This is an optimization exercise on Yosys and OpenROAD, whose aim is small area and a short achievable clock period, not a production implementation. Only simulation tests tie the RTL to the original design; equivalence was not proved. Power is estimated from default activity; no workload was simulated.

Setup of job 101:
==> flow/design.v <==
package stump_mem_pkg;
    localparam int DATA_W     = 16;
    localparam int ADDR_W     = 16;
    localparam int DEPTH_LOG2 = 8;
    localparam int DEPTH      = 256;
    localparam int RD_STEP = 3;
    localparam int NTAP    = (DEPTH + RD_STEP - 1) / RD_STEP;
    localparam int WR_STEP = 5;
    function automatic bit wport_after(input int q);
        wport_after = ((q % WR_STEP) == 0) || (q == DEPTH - 1);
    endfunction
    function automatic bit ring_inv(input int p);
        int c;
        c = 0;
        for (int q = 1; q <= p; q++) begin
            if (wport_after(q - 1)) c = c + 1;
        end
        ring_inv = c[0];
    endfunction
endpackage
module stump_mem_array (
    input  logic                                        clk,
    input  logic [stump_mem_pkg::DEPTH_LOG2-1:0]        wpos,
    input  logic [stump_mem_pkg::DEPTH_LOG2-1:0]        wpos_n,
    input  logic [stump_mem_pkg::DATA_W-1:0]            wdata,
    input  logic [stump_mem_pkg::DATA_W-1:0]            wdata_n,
    input  logic [stump_mem_pkg::NTAP-1:0]              tsel_n,
    input  logic                                        tinv,
    output logic [stump_mem_pkg::DATA_W-1:0]            rdata
);
    localparam int N  = stump_mem_pkg::DEPTH;
    localparam int DW = stump_mem_pkg::DATA_W;
    localparam int RS = stump_mem_pkg::RD_STEP;
    localparam int NT = stump_mem_pkg::NTAP;
    logic [DW-1:0] ring [0:N-1];
    genvar p;
    generate
        for (p = 0; p < N; p++) begin : g_pos
            localparam int PREV = (p + N - 1) % N;
            if (stump_mem_pkg::wport_after(PREV)) begin : g_wport
                localparam bit INV = stump_mem_pkg::ring_inv(p);
                localparam logic [7:0] PQ  = 8'(PREV);
                localparam logic [7:0] PQN = ~PQ;
                logic          sel, sel_n;
                logic [DW-1:0] wd;
                assign sel   = (wpos == PQ);
                assign sel_n = (wpos_n != PQN);
                assign wd    = INV ? wdata : wdata_n;
                always_ff @(posedge clk) begin
                    ring[p] <= ~((wd | {DW{sel_n}}) & (ring[PREV] | {DW{sel}}));
                end
            end else begin : g_shift
                always_ff @(posedge clk) begin
                    ring[p] <= ring[PREV];
                end
            end
        end
    endgenerate
    logic [DW-1:0] r_true, r_inv;
    always_comb begin
        r_true = '1;
        r_inv  = '1;
        for (int j = 0; j < NT; j++) begin
            if (stump_mem_pkg::ring_inv(RS * j))
                r_inv  = r_inv  & (ring[RS * j] | {DW{tsel_n[j]}});
            else
                r_true = r_true & (ring[RS * j] | {DW{tsel_n[j]}});
        end
    end
    assign rdata = tinv ? ~r_inv : r_true;
endmodule
module stump_mem_responder (
    input  logic              CLK,
    input  logic              RST,
    input  logic              REQ,
    input  logic              WEN,
    input  logic [stump_mem_pkg::ADDR_W-1:0] ADDR,
    input  logic [stump_mem_pkg::DATA_W-1:0] DIN,
    output logic              ACK,
    output logic [stump_mem_pkg::DATA_W-1:0] DOUT,
    output logic              ERR,
    output logic              BUSY
);
    localparam int AW = stump_mem_pkg::DEPTH_LOG2;
    localparam int DW = stump_mem_pkg::DATA_W;
    localparam int NT = stump_mem_pkg::NTAP;
    localparam int RS = stump_mem_pkg::RD_STEP;
    logic busy_q, ack_q, s1_q, s2_q, s3_q;
    logic accept;
    assign accept = REQ && !busy_q;
    always_ff @(posedge CLK or posedge RST) begin
        if (RST) begin
            busy_q <= 1'b0;
            ack_q  <= 1'b0;
            s1_q   <= 1'b0;
            s2_q   <= 1'b0;
            s3_q   <= 1'b0;
        end else begin
            s1_q   <= accept;
            s2_q   <= s1_q;
            s3_q   <= s2_q;
            ack_q  <= s3_q || (ack_q && REQ);
            busy_q <= accept || s1_q || s2_q || s3_q || (ack_q && REQ);
        end
    end
    logic [AW-1:0] tnext_q;       
    logic [AW-1:0] rpos_q;        
    logic [NT-1:0] tsel_n_q;      
    logic          rhit;          
    logic          tinv;          
    logic [AW-1:0] wpos_q;        
    logic [AW-1:0] wpos_n_q;      
    logic [AW-1:0] wpos_d;
    logic [DW-1:0] wdata_q;       
    logic [DW-1:0] wdata_n_q;     
    logic          oor_q, wen_q, byp_q;
    logic [DW-1:0] dout_q;
    logic          err_q;
    logic [AW-1:0] rpos_inc, rpos_d;
    logic [NT-1:0] tsel_d;
    logic [4:0]    alo;
    logic [3:0]    ahi;
    logic [15:0]   lo_a, hi_a0, hi_a, lo_r, hi_r0, hi_r, lo_d, hi_d;
    logic          commit;
    logic [DW-1:0] rdata;
    assign rpos_inc = rpos_q + AW'(1);
    assign rpos_d   = accept ? (ADDR[AW-1:0] + tnext_q) : rpos_inc;
    assign commit   = s3_q && wen_q && !oor_q;
    assign wpos_d   = commit ? rpos_inc : (wpos_q + AW'(1));
    assign alo   = {1'b0, ADDR[3:0]} + {1'b0, tnext_q[3:0]};
    assign ahi   = ADDR[7:4] + tnext_q[7:4];
    assign lo_a  = 16'(1) << alo[3:0];
    assign hi_a0 = 16'(1) << ahi;
    assign hi_a  = alo[4] ? {hi_a0[14:0], hi_a0[15]} : hi_a0;
    assign lo_r  = 16'(1) << rpos_inc[3:0];
    assign hi_r0 = 16'(1) << rpos_q[7:4];
    assign hi_r  = (rpos_q[3:0] == 4'hf) ? {hi_r0[14:0], hi_r0[15]} : hi_r0;
    assign lo_d  = accept ? lo_a : lo_r;
    assign hi_d  = accept ? hi_a : hi_r;
    always_comb begin
        for (int j = 0; j < NT; j++) begin
            tsel_d[j] = hi_d[(RS * j) / 16] && lo_d[(RS * j) % 16];
        end
    end
    always_comb begin
        rhit = 1'b0;
        tinv = 1'b0;
        for (int j = 0; j < NT; j++) begin
            rhit = rhit | !tsel_n_q[j];
            if (stump_mem_pkg::ring_inv(RS * j)) tinv = tinv | !tsel_n_q[j];
        end
    end
    always_ff @(posedge CLK) begin
        tnext_q  <= tnext_q + AW'(1);
        rpos_q   <= rpos_d;
        tsel_n_q <= ~tsel_d;
        wpos_q   <= wpos_d;
        wpos_n_q <= ~wpos_d;
        if (commit) begin
            wdata_q   <= DIN;
            wdata_n_q <= ~DIN;
        end
        if (accept) begin
            oor_q <= |ADDR[stump_mem_pkg::ADDR_W-1:AW];
            wen_q <= WEN;
        end
        if (s1_q) byp_q <= (rpos_q == wpos_q);
        dout_q <= dout_d;
        err_q  <= err_d;
    end
    logic          ld_rd, ld_din, ld_wd, ld_any, err_d;
    logic [DW-1:0] dout_d;
    assign ld_rd  = rhit && !ack_q && !(s3_q && (oor_q || wen_q || byp_q));
    assign ld_din = s3_q && !oor_q && wen_q;
    assign ld_wd  = s3_q && !oor_q && !wen_q && byp_q;
    assign ld_any = ld_rd || ld_din || ld_wd || (s3_q && oor_q);
    assign dout_d = ({DW{ld_rd}}  & rdata)
                  | ({DW{ld_din}} & DIN)
                  | ({DW{ld_wd}}  & wdata_q)
                  | ({DW{!ld_any}} & dout_q);
    assign err_d  = (s3_q & oor_q) | (!s3_q & err_q);
    stump_mem_array u_array (
        .clk    (CLK),
        .wpos   (wpos_q),
        .wpos_n (wpos_n_q),
        .wdata  (wdata_q),
        .wdata_n(wdata_n_q),
        .tsel_n (tsel_n_q),
        .tinv   (tinv),
        .rdata  (rdata)
    );
    assign ACK  = ack_q;
    assign BUSY = busy_q;
    assign DOUT = dout_q;
    assign ERR  = err_q;
endmodule
clock: 5.5 ns
lec_check: 0
abc_clock_period_in_ps: 2800
cap_margin: 20
core_margin: 2
core_utilization: 65
cts_cluster_diameter: 60
cts_cluster_size: 30
setup_slack_margin: 3.2
slew_margin: 20
standard.sh (not shown) runs the stock make flow with config.mk's settings and CLKGATE_MAP_FILE= SYNTH_SCRIPT=/design/flow/synth_recipe.tcl, a recipe that flattens the netlist after the stock synthesis.
==> flow/flow/run.sh <==
#!/bin/bash
# The standard layout (the standard.sh, unchanged synthesis, floorplan,
# power grid and tap cells), with two changes: clock tree synthesis adds no
# dummy loads to balance the tree, and the resizer may swap a cell for one
# of another footprint.  Make's output goes to flow.log; each ORFS step
# keeps its own log under orfs/logs/.
set -euo pipefail
bash standard.sh finish \
  "CTS_ARGS=-sink_clustering_enable -repair_clock_nets -sink_clustering_size 30 -sink_clustering_max_diameter 60 -dont_use_dummy_load" \
  MATCH_CELL_FOOTPRINT=0 \
  > flow.log 2>&1
#### Input delta (job 102 over job 101)
--- a/flow/design.v
+++ b/flow/design.v
@@ -19,10 +19,12 @@
     endfunction
 endpackage
 module stump_mem_array (
     input  logic                                        clk,
-    input  logic [stump_mem_pkg::DEPTH_LOG2-1:0]        wpos,
-    input  logic [stump_mem_pkg::DEPTH_LOG2-1:0]        wpos_n,
+    input  logic [15:0]                                 whi,
+    input  logic [15:0]                                 wlo,
+    input  logic [15:0]                                 whi_n,
+    input  logic [15:0]                                 wlo_n,
     input  logic [stump_mem_pkg::DATA_W-1:0]            wdata,
     input  logic [stump_mem_pkg::DATA_W-1:0]            wdata_n,
     input  logic [stump_mem_pkg::NTAP-1:0]              tsel_n,
     input  logic                                        tinv,
@@ -38,14 +40,12 @@
         for (p = 0; p < N; p++) begin : g_pos
             localparam int PREV = (p + N - 1) % N;
             if (stump_mem_pkg::wport_after(PREV)) begin : g_wport
                 localparam bit INV = stump_mem_pkg::ring_inv(p);
-                localparam logic [7:0] PQ  = 8'(PREV);
-                localparam logic [7:0] PQN = ~PQ;
                 logic          sel, sel_n;
                 logic [DW-1:0] wd;
-                assign sel   = (wpos == PQ);
-                assign sel_n = (wpos_n != PQN);
+                assign sel   = whi[PREV / 16] & wlo[PREV % 16];
+                assign sel_n = whi_n[PREV / 16] | wlo_n[PREV % 16];
                 assign wd    = INV ? wdata : wdata_n;
                 always_ff @(posedge clk) begin
                     ring[p] <= ~((wd | {DW{sel_n}}) & (ring[PREV] | {DW{sel}}));
                 end
@@ -108,9 +108,10 @@
     logic [NT-1:0] tsel_n_q;      
     logic          rhit;          
     logic          tinv;          
     logic [AW-1:0] wpos_q;        
-    logic [AW-1:0] wpos_n_q;      
+    logic [15:0]   whi_q, wlo_q;      
+    logic [15:0]   whi_n_q, wlo_n_q;  
     logic [AW-1:0] wpos_d;
     logic [DW-1:0] wdata_q;       
     logic [DW-1:0] wdata_n_q;     
     logic          oor_q, wen_q, byp_q;
@@ -154,9 +155,12 @@
         tnext_q  <= tnext_q + AW'(1);
         rpos_q   <= rpos_d;
         tsel_n_q <= ~tsel_d;
         wpos_q   <= wpos_d;
-        wpos_n_q <= ~wpos_d;
+        whi_q    <= 16'(1) << wpos_d[7:4];
+        wlo_q    <= 16'(1) << wpos_d[3:0];
+        whi_n_q  <= ~(16'(1) << wpos_d[7:4]);
+        wlo_n_q  <= ~(16'(1) << wpos_d[3:0]);
         if (commit) begin
             wdata_q   <= DIN;
             wdata_n_q <= ~DIN;
         end
@@ -180,10 +184,12 @@
                   | ({DW{!ld_any}} & dout_q);
     assign err_d  = (s3_q & oor_q) | (!s3_q & err_q);
     stump_mem_array u_array (
         .clk    (CLK),
-        .wpos   (wpos_q),
-        .wpos_n (wpos_n_q),
+        .whi    (whi_q),
+        .wlo    (wlo_q),
+        .whi_n  (whi_n_q),
+        .wlo_n  (wlo_n_q),
         .wdata  (wdata_q),
         .wdata_n(wdata_n_q),
         .tsel_n (tsel_n_q),
         .tinv   (tinv),
## What came out
- [compare] base=job 101 new=job 102: non-clock buffer count saw an increase; number of synthesized flops with an enable pin saw little to no change; total routed wire length on the met1 layer rose 0.35%; wire length after detailed routing neither gained nor lost much.
- Synthesized-area fraction occupied by ao, oa, aoi and oai cells, job 101 and job 102: larger value in job 101
- Of job 102 and job 101, it is job 102 that has the higher insertion delay to the later sink of the worst-skew pair.
- Job 101 -> job 102: wire length on met3 increased by a few percent
- Looking at worst path setup slack after routing across job 101 and job 102, the one that comes out lower is job 102.
- Against job 101, job 102 comes in about 5% higher on post-layout total power.
- Going from job 101 to job 102, length of routed met2 wiring shrinks by 1500 um.
- Signed area change from the synthesized netlist to the final layout: job 102 lower than job 101
- Going from job 101 to job 102, number of global-route vias before repair roughly the same; synthesized-area fraction occupied by and/or/nand/nor cells has increased; clock power comparable.

-- re-timing with driven ports --
Ports are ideal in the flow. The routed layouts listed here were re-timed in OpenROAD. Step 1: set_driving_cell puts a clkbuf_16 on CLK and a buf_2 on each other input, an assumption about the parent block. Step 2 adds t to the input delays and takes it off the output delays; t is the mean of the earliest and latest rising clock arrival at the registers after step 1. Input paths then give back, and output paths get back, about the clock's delay inside the block. a / b / c = no drivers / after step 1 / after step 2; a / b = the first two.
run | t (ns) | slack for setup (ns) | latest minus earliest clock arrival (ns) | cell pins on the clock port's net
job 101 | 0.905 | 3.030 / 2.941 / 2.263 | 0.109 / 0.108 | 1
job 102 | 0.934 | 2.904 / 2.816 / 2.295 | 0.082 / 0.082 | 1
After both steps setup and hold are still met in every run listed. For job 101, which loses most, drivers alone change the setup slack by -0.089 ns; drivers and shift together by -0.767 ns.
